Background: an optimization exercise with open tools, aiming at small area. Do not read the settings as production practice. Function was checked by simulation only, so behaviour that the tests miss may differ from the original. Power figures rest on the tool's default switching activity, not on a simulated workload.

// wqe_fetch_top
module wqe_fetch_top
#(
    parameter int MAX_QP   = 16,
    parameter int SQ_DEPTH = 4096
)(
    input  logic                  clk,
    input  logic                  rst_n,
    output logic                  o_fetch_ready,
    input  logic                  i_arbit_val,
    input  logic [QPID_WIDTH-1:0] i_qp_idx,
    input  logic [MAX_QP-1:0]     i_active,
    input  logic [MAX_QP-1:0]     i_wqe_cache_alfull,
    input  logic [ADDR_WIDTH-1:0] i_sq_base,
    output logic [ADDR_WIDTH-1:0] o_axi_araddr,
    output logic                  o_axi_arvalid,
    input  logic                  i_axi_arready,
    input  logic [WQE_WIDTH-1:0]  i_axi_rdata,
    input  logic                  i_axi_rvalid,
    output logic                  o_axi_rready,
    output logic                  o_wqe_cache_wr,
    output logic [WQE_WIDTH-1:0]  o_wqe,
    input  logic [MAX_QP-1:0]     i_wqe_cache_full
);
For scale: about 550 flip-flops, about 1100 I/O pins, about 20000 um^2 of cells after synthesis.
Settings: LEC_CHECK=0, CAP_MARGIN=20, CORE_AREA=10 10 410 410, DIE_AREA=0 0 420 420, PLACE_DENSITY=0.8, SLEW_MARGIN=20; clock period 8.0 ns.
standard.sh (not shown) runs the stock make flow with config.mk's settings and CLKGATE_MAP_FILE= SYNTH_SCRIPT=/design/flow/synth_recipe.tcl, a recipe that flattens the netlist after the stock synthesis.
==> flow/flow/run.sh <==
#!/bin/bash
# Standard ORFS layout with smaller port buffers and a lighter clock tree.
set -euo pipefail
here=$(cd "$(dirname "$0")" && pwd)
source "$here/knobs.sh"
bash standard.sh > standard.log 2>&1
Other scripts of this flow, unchanged in this note and not shown: flow/flow/knobs.sh, flow/flow/pins.tcl, flow/flow/ties.tcl
The baseline completed without violations.
Then changed:
PLACE_DENSITY = unset   (was 0.8)
Effect: Worst setup slack gets worse by 0.054 ns. Synthesized cell count stays the same. Sequential power is about the same. Global-route usage climbs by 0.46 points. Core utilization is about the same. Count of clock-buffer cells in the layout increases by 3. Die area does not change.


The RTL this note starts from:
==> flow/design.v <==
`default_nettype none
package wqe_fetch_pkg;
    localparam int WQE_WIDTH  = 512;
    localparam int WQE_BYTES  = WQE_WIDTH / 8;
    localparam int ADDR_WIDTH = 32;
    localparam int QPID_LSB   = 328;
    localparam int QPID_WIDTH = 4;
    localparam int QPID_MSB   = QPID_LSB + QPID_WIDTH - 1;
    localparam int PAD_WIDTH  = WQE_WIDTH - QPID_MSB - 1;
    typedef logic [ADDR_WIDTH-1:0] addr_t;
    typedef union packed {
        logic [WQE_WIDTH-1:0] raw;
        struct packed {
            logic [PAD_WIDTH-1:0]  pad;
            logic [QPID_WIDTH-1:0] qpn;
            logic [QPID_LSB-1:0]   body;
        } f;
    } wqe_u;
endpackage
`default_nettype wire
`timescale 1ns/100ps
`default_nettype none
import wqe_fetch_pkg::*;
module wqe_fetch_top
#(
    parameter int MAX_QP   = 16,
    parameter int SQ_DEPTH = 4096
)(
    input  logic                  clk,
    input  logic                  rst_n,
    output logic                  o_fetch_ready,
    input  logic                  i_arbit_val,
    input  logic [QPID_WIDTH-1:0] i_qp_idx,
    input  logic [MAX_QP-1:0]     i_active,
    input  logic [MAX_QP-1:0]     i_wqe_cache_alfull,
    input  logic [ADDR_WIDTH-1:0] i_sq_base,
    output logic [ADDR_WIDTH-1:0] o_axi_araddr,
    output logic                  o_axi_arvalid,
    input  logic                  i_axi_arready,
    input  logic [WQE_WIDTH-1:0]  i_axi_rdata,
    input  logic                  i_axi_rvalid,
    output logic                  o_axi_rready,
    output logic                  o_wqe_cache_wr,
    output logic [WQE_WIDTH-1:0]  o_wqe,
    input  logic [MAX_QP-1:0]     i_wqe_cache_full
);
    localparam int PI_WIDTH = $clog2(SQ_DEPTH);
    localparam int WQE_LSB  = $clog2(WQE_BYTES);
    logic                  iss;      
    logic                  rdv;      
    logic                  busy;
    logic                  grant;
    logic                  push;
    logic                  req_ok;
    logic [QPID_WIDTH-1:0] qp_q;
    logic [QPID_LSB-1:0]   body_q;
    logic [PI_WIDTH-1:0]   pi [MAX_QP];
    logic [MAX_QP-1:0]     pi_ok;
    logic [PI_WIDTH-1:0]   pi_rd;
    logic [PI_WIDTH-1:0]   pi_cur;
    logic [MAX_QP-1:0]     qsel;     
    assign grant  = o_fetch_ready & i_arbit_val;
    assign push   = o_wqe_cache_wr & ~(|(qsel & i_wqe_cache_full));
    assign req_ok = (|i_active) & ~(&i_wqe_cache_alfull);
    assign busy   = iss | o_axi_arvalid | o_axi_rready | rdv | o_wqe_cache_wr;
    always_ff @(posedge clk or negedge rst_n)
    begin
        if (!rst_n)
        begin
            o_fetch_ready  <= 1'b0;
            iss            <= 1'b0;
            o_axi_arvalid  <= 1'b0;
            o_axi_rready   <= 1'b0;
            rdv            <= 1'b0;
            o_wqe_cache_wr <= 1'b0;
        end
        else
        begin
            o_fetch_ready  <= req_ok & ((~busy & ~grant) | push);
            iss            <= grant;
            o_axi_arvalid  <= iss | (o_axi_arvalid & ~i_axi_arready);
            o_axi_rready   <= (o_axi_arvalid & i_axi_arready) | (o_axi_rready & ~i_axi_rvalid);
            rdv            <= o_axi_rready & i_axi_rvalid;
            o_wqe_cache_wr <= rdv | (o_wqe_cache_wr & (|(qsel & i_wqe_cache_full)));
        end
    end
    always_ff @(posedge clk)
    begin
        if (o_fetch_ready)
            qp_q <= i_qp_idx;
    end
    always_ff @(posedge clk)
    begin
        body_q <= ({QPID_LSB{o_axi_rready}}          & i_axi_rdata[QPID_LSB-1:0])
                | ({QPID_LSB{rdv | o_wqe_cache_wr}} & body_q);
    end
    always_comb
    begin
        for (int q = 0; q < MAX_QP; q++)
            qsel[q] = (qp_q == QPID_WIDTH'(q));
    end
    always_comb
    begin
        pi_rd = '0;
        for (int q = 0; q < MAX_QP; q++)
            pi_rd = pi_rd | ({PI_WIDTH{qsel[q] & pi_ok[q]}} & pi[q]);
    end
    always_ff @(posedge clk)
    begin
        pi_cur <= pi_rd;
    end
    always_ff @(posedge clk or negedge rst_n)
    begin
        if (!rst_n)
            pi_ok <= '0;
        else
            pi_ok <= pi_ok | ({MAX_QP{rdv}} & qsel);
    end
    always_ff @(posedge clk)
    begin
        for (int q = 0; q < MAX_QP; q++)
            if (rdv & qsel[q])
                pi[q] <= pi_inc;
    end
    logic [PI_WIDTH-1:0] pi_inc;
    always_comb
    begin
        logic c;
        c = 1'b1;
        for (int i = 0; i < PI_WIDTH; i++)
        begin
            pi_inc[i] = pi_cur[i] ^ c;
            c         = pi_cur[i] & c;
        end
    end
    localparam int AW = ADDR_WIDTH - WQE_LSB;
    localparam int GK = 4;
    localparam int NG = (AW + GK - 1) / GK;
    logic [AW-1:0] add_a, add_b, add_p, add_s;
    logic [NG-1:0] grp_g, grp_p;
    logic [NG:0]   grp_c;
    logic          rc;
    assign add_a = i_sq_base[ADDR_WIDTH-1:WQE_LSB];
    assign add_b = {{(AW-QPID_WIDTH-PI_WIDTH){1'b0}}, qp_q, pi_cur};
    assign add_p = add_a ^ add_b;
    always_comb
    begin
        for (int g = 0; g < NG; g++)
        begin
            grp_g[g] = 1'b0;
            grp_p[g] = 1'b1;
            for (int i = g * GK; i < (g + 1) * GK && i < AW; i++)
            begin
                grp_g[g] = (add_a[i] & add_b[i]) | (add_p[i] & grp_g[g]);
                grp_p[g] = grp_p[g] & add_p[i];
            end
        end
        begin
            logic [NG-1:0] pg, pp;
            pg = grp_g;
            pp = grp_p;
            for (int d = 1; d < NG; d = d * 2)
                for (int i = 2 * d - 1; i < NG; i = i + 2 * d)
                begin
                    pg[i] = pg[i] | (pp[i] & pg[i-d]);
                    pp[i] = pp[i] & pp[i-d];
                end
            for (int d = 8; d >= 1; d = d / 2)
                for (int i = 3 * d - 1; i < NG; i = i + 2 * d)
                begin
                    pg[i] = pg[i] | (pp[i] & pg[i-d]);
                    pp[i] = pp[i] & pp[i-d];
                end
            grp_c = {pg, 1'b0};
        end
        for (int g = 0; g < NG; g++)
        begin
            rc = grp_c[g];
            for (int i = g * GK; i < (g + 1) * GK && i < AW; i++)
            begin
                add_s[i] = add_p[i] ^ rc;
                rc = (add_a[i] & add_b[i]) | (add_p[i] & rc);
            end
        end
    end
    assign o_axi_araddr = {add_s, i_sq_base[WQE_LSB-1:0]};
    assign o_wqe = {{PAD_WIDTH{1'b0}}, qp_q, body_q};
endmodule
`default_nettype wire
Settings: LEC_CHECK=0, CAP_MARGIN=20, CORE_AREA=10 10 410 410, DIE_AREA=0 0 420 420, SLEW_MARGIN=20; clock period 8.0 ns.
==> flow/flow/knobs.sh <==
export BUFFER_PORTS_ARGS="-buffer_cell sky130_fd_sc_hd__buf_1"
export CTS_ARGS="-sink_clustering_enable -repair_clock_nets -buf_list {sky130_fd_sc_hd__clkbuf_8} -root_buf sky130_fd_sc_hd__clkbuf_16 -sink_clustering_size 20 -sink_clustering_max_diameter 45 -dont_use_dummy_load"
export PRE_IO_PLACEMENT_TCL="$here/pins.tcl"
export SKIP_REPAIR_TIE_FANOUT=1
export POST_FLOORPLAN_TCL="$here/ties.tcl"
Scripts as last shown in full above: flow/flow/run.sh
Other scripts of this flow, unchanged in this note and not shown: flow/flow/pins.tcl, flow/flow/ties.tcl
==> next run, changes <==
==> flow/flow/knobs.sh (replaced) <==
export BUFFER_PORTS_ARGS="-buffer_cell sky130_fd_sc_hd__buf_1"
export CTS_ARGS="-sink_clustering_enable -repair_clock_nets -buf_list {sky130_fd_sc_hd__clkbuf_16} -root_buf sky130_fd_sc_hd__clkbuf_16 -sink_clustering_buffer sky130_fd_sc_hd__clkbuf_16 -sink_clustering_size 24 -sink_clustering_max_diameter 50 -dont_use_dummy_load"
export PRE_IO_PLACEMENT_TCL="$here/pins.tcl"
export SKIP_REPAIR_TIE_FANOUT=1
export POST_FLOORPLAN_TCL="$here/ties.tcl"
Outcome: Clock skew drops by 0.0057 ns; synthesized cell count is unchanged; final area climbs by about 1.5%; sequential cell count is unchanged; utilization climbs by 0.24 points.
==> next run, changes <==
==> flow/flow/knobs.sh (replaced) <==
export BUFFER_PORTS_ARGS="-buffer_cell sky130_fd_sc_hd__buf_1"
export CTS_ARGS="-sink_clustering_enable -repair_clock_nets -buf_list {sky130_fd_sc_hd__clkbuf_8} -root_buf sky130_fd_sc_hd__clkbuf_16 -sink_clustering_size 20 -sink_clustering_max_diameter 60 -dont_use_dummy_load"
export PRE_IO_PLACEMENT_TCL="$here/pins.tcl"
export SKIP_REPAIR_TIE_FANOUT=1
export POST_FLOORPLAN_TCL="$here/ties.tcl"
What happened: Area after synthesis is unchanged; wire length hardly moves; via count went down by 0.66%; non-clock buffer count is unchanged; power went down by 7.5%; sequential share of layout area went up by 1.3 points; global-route usage stays flat; die area does not change; hold slack loses 0.0090 ns; combinational power hardly moves; setup slack loses 0.018 ns.


run 1:
Starts from the design.v that is shown in full above.
clock: 8.0 ns
lec_check: 0
cap_margin: 20
core_area: 10 10 410 410
die_area: 0 0 420 420
slew_margin: 20
==> flow/flow/knobs.sh <==
export BUFFER_PORTS_ARGS="-buffer_cell sky130_fd_sc_hd__buf_1"
export CTS_ARGS="-sink_clustering_enable -repair_clock_nets -buf_list {sky130_fd_sc_hd__clkbuf_4 sky130_fd_sc_hd__clkbuf_8} -root_buf sky130_fd_sc_hd__clkbuf_16 -sink_clustering_size 16 -sink_clustering_max_diameter 50 -dont_use_dummy_load"
export PRE_IO_PLACEMENT_TCL="$here/pins.tcl"
export SKIP_REPAIR_TIE_FANOUT=1
export POST_FLOORPLAN_TCL="$here/ties.tcl"
Scripts as last shown in full above: flow/flow/run.sh
Other scripts of this flow, unchanged in this note and not shown: flow/flow/pins.tcl, flow/flow/ties.tcl
The inputs of run 2 differ from those of run 1 as listed below.
==> flow/flow/knobs.sh <==
export BUFFER_PORTS_ARGS="-buffer_cell sky130_fd_sc_hd__buf_1"
export CTS_ARGS="-sink_clustering_enable -repair_clock_nets -buf_list {sky130_fd_sc_hd__clkbuf_16} -root_buf sky130_fd_sc_hd__clkbuf_16 -sink_clustering_buffer sky130_fd_sc_hd__clkbuf_16 -sink_clustering_size 30 -sink_clustering_max_diameter 60 -dont_use_dummy_load"
export PRE_IO_PLACEMENT_TCL="$here/pins.tcl"
export SKIP_REPAIR_TIE_FANOUT=1
export POST_FLOORPLAN_TCL="$here/ties.tcl"
==> run notes <==
Changes observed in run 2 relative to run 1: number of buffers added by the clock tree synthesis step has decreased; proportion of final cell area spent on non-clock buffers essentially unchanged; worst path setup slack after routing went down 0.0074 ns.
On global-route met1 utilization, run 2 tracks run 1 almost exactly.
Fraction of power consumed by the clock network in run 2 is 2.6 points above run 1.
Between run 1 and run 2, the power is higher for run 2.
Run 2 has completed all stages; timing, DRC and antenna checks passed.
Run 1 finished every stage and its layout cleared the timing, DRC and antenna checks.
Comparing run 1 against run 2, there is no change at all in post-detailed-route count of antenna-violating nets.
Delta (run 2 minus run 1): vias per cell dropped 0.013, first-iteration DRC count dropped about 1.5%.
Between run 1 and run 2, the difference in area of the multi-input gates is negligible.
Sort run 1 and run 2 by design area desc -> top: run 2
Modified inputs, run 3 compared to run 2
Settings: putting PLACE_DENSITY at 0.8 where nothing was set.
==> flow/flow/knobs.sh <==
export BUFFER_PORTS_ARGS="-buffer_cell sky130_fd_sc_hd__buf_1"
export CTS_ARGS="-sink_clustering_enable -repair_clock_nets -buf_list {sky130_fd_sc_hd__clkbuf_8} -root_buf sky130_fd_sc_hd__clkbuf_16 -tree_buf sky130_fd_sc_hd__clkbuf_16 -sink_clustering_size 18 -sink_clustering_max_diameter 60 -dont_use_dummy_load"
export PRE_IO_PLACEMENT_TCL="$here/pins.tcl"
export SKIP_REPAIR_TIE_FANOUT=1
export POST_FLOORPLAN_TCL="$here/ties.tcl"
[summary]
Compared with run 2, run 3 shows total clock buffers created by CTS higher by 2.5%.
From run 3 to run 2, depth of the most critical reg-to-reg path did not move at all.
Per the comparison of run 3 with run 2, layout-stage area growth over the synthesis result down 1.9 points; worst path setup slack after routing increased by 0.14 ns relative to the old numbers; routing usage on met2 went down 1.7 points.
Row detailed-routed wire length on met3: run 3 higher / run 2 lower
Looking at mean routed wirelength per cell across run 2 and run 3, the one that comes out higher is run 2.
Looking at total non-filler cell area in the finished layout, run 3 sits 380 sq um below run 2.
[compare] base=run 2 new=run 3: minimum period implied by the final worst setup slack dropped 0.14 ns; total wire length after detailed routing dropped 3600 microns; clock group share of total power moved down.
For run 4, these inputs were changed with respect to run 3:
Settings: PLACE_DENSITY: 0.8 -> 0.45.
==> run notes <==
Run 4 vs. run 3: share of the core filled with cells has remained practically unchanged; diode insertion count for antenna repair saw a decrease; overall fraction of global-route tracks in use picked up an extra 0.75 points; total wirelength of the detailed-routed design grew by 9.5%; initial DRC count shows a reduction of 26%.
#### Input delta (run 5 over run 4)
Settings: a deleted PLACE_DENSITY that had been 0.45.
## What came out
- The clock period minus final worst setup slack in run 5 sits 0.17 ns below the value recorded for run 4.
- Summary — final-layout non-clock buffer area share, run 5 relative to run 4: lower, by 0.18 points.
- Between run 4 and run 5, the power in sequential cells figures differ only marginally.
- The flow did not stop early for run 5: all stages ran, and the layout cleared the timing, DRC and antenna checks.


v4:
wqe_fetch_top with an RTL version that a note above also has.
Size in the first run: about 550 flip-flops, roughly 1100 I/O pins, ~20000 um^2 of cells after synthesis.
Settings: LEC_CHECK=0, CAP_MARGIN=20, CORE_AREA=10 10 410 410, DIE_AREA=0 0 420 420, PLACE_DENSITY=0.8, SLEW_MARGIN=20; clock period 8.0 ns.
==> flow/flow/knobs.sh <==
export BUFFER_PORTS_ARGS="-buffer_cell sky130_fd_sc_hd__buf_1"
export CTS_ARGS="-sink_clustering_enable -repair_clock_nets -buf_list {sky130_fd_sc_hd__clkbuf_8} -root_buf sky130_fd_sc_hd__clkbuf_16 -tree_buf sky130_fd_sc_hd__clkbuf_16 -sink_clustering_size 18 -sink_clustering_max_diameter 60 -dont_use_dummy_load"
export PRE_IO_PLACEMENT_TCL="$here/pins.tcl"
export SKIP_REPAIR_TIE_FANOUT=1
export POST_FLOORPLAN_TCL="$here/ties.tcl"
export PLACE_PINS_ARGS="-min_distance 1 -min_distance_in_tracks"
==> flow/flow/pins.tcl <==
# Every pin the design uses in one corner: the queue base and address bits
# interleaved at the left of the bottom edge, then each body bit's input and
# output pins side by side, the other control pins low on the left edge.
set bottom {}
for {set i 0} {$i < 32} {incr i} { lappend bottom "i_sq_base\[$i\]" "o_axi_araddr\[$i\]" }
for {set i 0} {$i < 328} {incr i} { lappend bottom "i_axi_rdata\[$i\]" "o_wqe\[$i\]" }
set_io_pin_constraint -group -order -pin_names $bottom -region bottom:*
set left {rst_n o_fetch_ready i_arbit_val o_axi_arvalid i_axi_arready o_axi_rready i_axi_rvalid o_wqe_cache_wr}
for {set i 0} {$i < 4} {incr i} { lappend left "i_qp_idx\[$i\]" "o_wqe\[[expr {328 + $i}]\]" }
for {set i 0} {$i < 16} {incr i} { lappend left "i_wqe_cache_full\[$i\]" "i_active\[$i\]" "i_wqe_cache_alfull\[$i\]" }
set_io_pin_constraint -group -order -pin_names $left -region left:*
# the constant-zero pad of the written WQE together on the top edge
set pad {}
for {set i 332} {$i < 512} {incr i} { lappend pad "o_wqe\[$i\]" }
set_io_pin_constraint -group -order -pin_names $pad -region top:*
Scripts as last shown in full above: flow/flow/run.sh
Other scripts of this flow, unchanged in this note and not shown: flow/flow/ties.tcl
What v30 does differently from v4 at the input level:
# v4
export LEC_CHECK = 0
export CAP_MARGIN = 20
export CORE_AREA = 10 10 410 410
export DIE_AREA = 0 0 420 420
export PLACE_DENSITY = 0.8
export SLEW_MARGIN = 20
create_clock -name core_clock -period 8.0 [get_ports {clk}]
# v30
export LEC_CHECK = 0
export CAP_MARGIN = 20
export CORE_AREA = 10 10 410 410
export DIE_AREA = 0 0 420 420
export GPL_TIMING_DRIVEN = 0
export PLACE_DENSITY = 0.8
export SLEW_MARGIN = 20
create_clock -name core_clock -period 8.0 [get_ports {clk}]
--- a/flow/flow/knobs.sh
+++ b/flow/flow/knobs.sh
@@ -6 +5,0 @@
-export PLACE_PINS_ARGS="-min_distance 1 -min_distance_in_tracks"
==> flow/flow/pins.tcl <==
# Each body bit's input and output pins side by side, so each bit's register
# sits next to its pins and the registers stay in one corner.
set bottom {}
set left {}
for {set i 0} {$i < 328} {incr i} {
  if {$i < 200} {
    lappend bottom "i_axi_rdata\[$i\]" "o_wqe\[$i\]"
  } else {
    lappend left "i_axi_rdata\[$i\]" "o_wqe\[$i\]"
  }
}
set_io_pin_constraint -group -order -pin_names $bottom -region bottom:*
set_io_pin_constraint -group -order -pin_names $left -region left:*
# the constant-zero pad of the written WQE together on the top edge
set pad {}
for {set i 332} {$i < 512} {incr i} { lappend pad "o_wqe\[$i\]" }
set_io_pin_constraint -group -order -pin_names $pad -region top:*
==> run notes <==
Per the final summary, v30 finished and its layout is clean on timing, DRC and antenna.
v30 has worst slew margin relative to its limit below what v4 had.
Die width: v4 vs v30 identical
Total routed wirelength (v30 vs. v4) increases slightly
The proportion of power drawn by flip-flops and latches in v30 was lower than what v4 gave.
Pre-CTS worst setup slack deteriorates in v30 relative to v4.
Taking v4 as the reference, in v30 share of total power in the clock network now sits higher, shortest clock period the worst path allows after layout increased 0.011 ns.
v30 vs v4, highest-delay cell along the critical path: sky130_fd_sc_hd__fa_1 vs sky130_fd_sc_hd__a221oi_1
| largest net degree at the start of global routing | v30 vs v4 | 203 lower |
v30 vs v4 on final core area utilization: v30 is the higher one.
In the reports for v4 and v30, the larger count of clock-buffer cells in the layout belongs to v30.
Multi-input gate share of total cell area delta for v30 relative to v4: 1.4 points lower
Input-level comparison between v33 and v30:
# v30
export LEC_CHECK = 0
export CAP_MARGIN = 20
export CORE_AREA = 10 10 410 410
export DIE_AREA = 0 0 420 420
export GPL_TIMING_DRIVEN = 0
export PLACE_DENSITY = 0.8
export SLEW_MARGIN = 20
create_clock -name core_clock -period 8.0 [get_ports {clk}]
# v33
export LEC_CHECK = 0
export CAP_MARGIN = 5
export CORE_AREA = 10 10 410 410
export DIE_AREA = 0 0 420 420
export PLACE_DENSITY = 0.8
export SLEW_MARGIN = 5
create_clock -name core_clock -period 8.0 [get_ports {clk}]
[summary]
Taking v30 as the reference, in v33 worst slack after detailed placement went up by 0.0054 ns; part of the cycle the worst path needs went down by 0.31 points; total global-route track usage went down by 0.53 points; via count went down by 1002. On v33: met3 usage in global routing is 0.23 points lower than what v30 gave. v30 → v33: clock skew now smaller, global-route wire length before repair shows a reduction of about 6%, combinational cell fraction of total power lower.
Relative to v33, the following input files were edited for v9:
# v33
export LEC_CHECK = 0
export CAP_MARGIN = 5
export CORE_AREA = 10 10 410 410
export DIE_AREA = 0 0 420 420
export PLACE_DENSITY = 0.8
export SLEW_MARGIN = 5
create_clock -name core_clock -period 8.0 [get_ports {clk}]
# v9
export LEC_CHECK = 0
export CAP_MARGIN = 0
export CORE_AREA = 10 10 410 410
export DIE_AREA = 0 0 420 420
export PLACE_DENSITY = 0.8
export SLEW_MARGIN = 0
create_clock -name core_clock -period 8.0 [get_ports {clk}]
Notes after the runs:
- Changes observed in v9 relative to v33: final-layout non-clock buffer area share has remained practically unchanged; post-route cell area closely matched the old numbers; routed wire length barely changed; number of maximum-capacitance constraint violations about even; smallest setup slack after layout lower.
- Re mean instance size in the synthesized netlist: no difference whatsoever between v9 and v33.

static timing again, ports no longer ideal:
No port has a modelled driver above. Below, the same layouts with a new extraction and two added sets of constraints.
Step 1, drivers: a clkbuf_16 drives clk and a buf_2 each remaining input, both assumed.
Step 2 adds t to the input delays and takes it off the output delays; t is the mean of the earliest and latest rising clock arrival at the registers after step 1. Input paths then give back, and output paths get back, about the clock's delay inside the block.
a / b / c = ideal / step 1 / step 2; a / b = the first two.
run	t, ns	setup slack, ns	worst setup path at the end	worst slew at a driven data input, ns
the first run of note 1	0.629	1.273 / 1.244 / 1.244	input to output	0.27
the second run of note 1	0.623	1.219 / 1.192 / 1.192	input to output	0.16
the first run of note 2	0.645	1.184 / 1.153 / 1.153	input to output	0.17
the second run of note 2	0.655	1.192 / 1.160 / 1.160	input to output	0.19
the third run of note 2	0.609	1.174 / 1.143 / 1.143	input to output	0.18
run 1	0.627	1.184 / 1.152 / 1.152	input to output	0.19
run 2	0.636	1.176 / 1.145 / 1.145	input to output	0.18
run 3	0.617	1.313 / 1.287 / 1.287	input to output	0.15
run 4	0.646	1.000 / 0.976 / 0.976	input to output	0.17
run 5	0.619	1.171 / 1.140 / 1.140	input to output	0.18
v4	0.583	1.263 / 1.238 / 1.238	input to output	0.37
v30	0.607	1.253 / 1.224 / 1.224	input to output	0.31
v33	0.615	1.277 / 1.250 / 1.250	input to output	0.27
v9	0.615	1.268 / 1.240 / 1.240	input to output	0.27
After both steps every run listed still meets setup and hold.
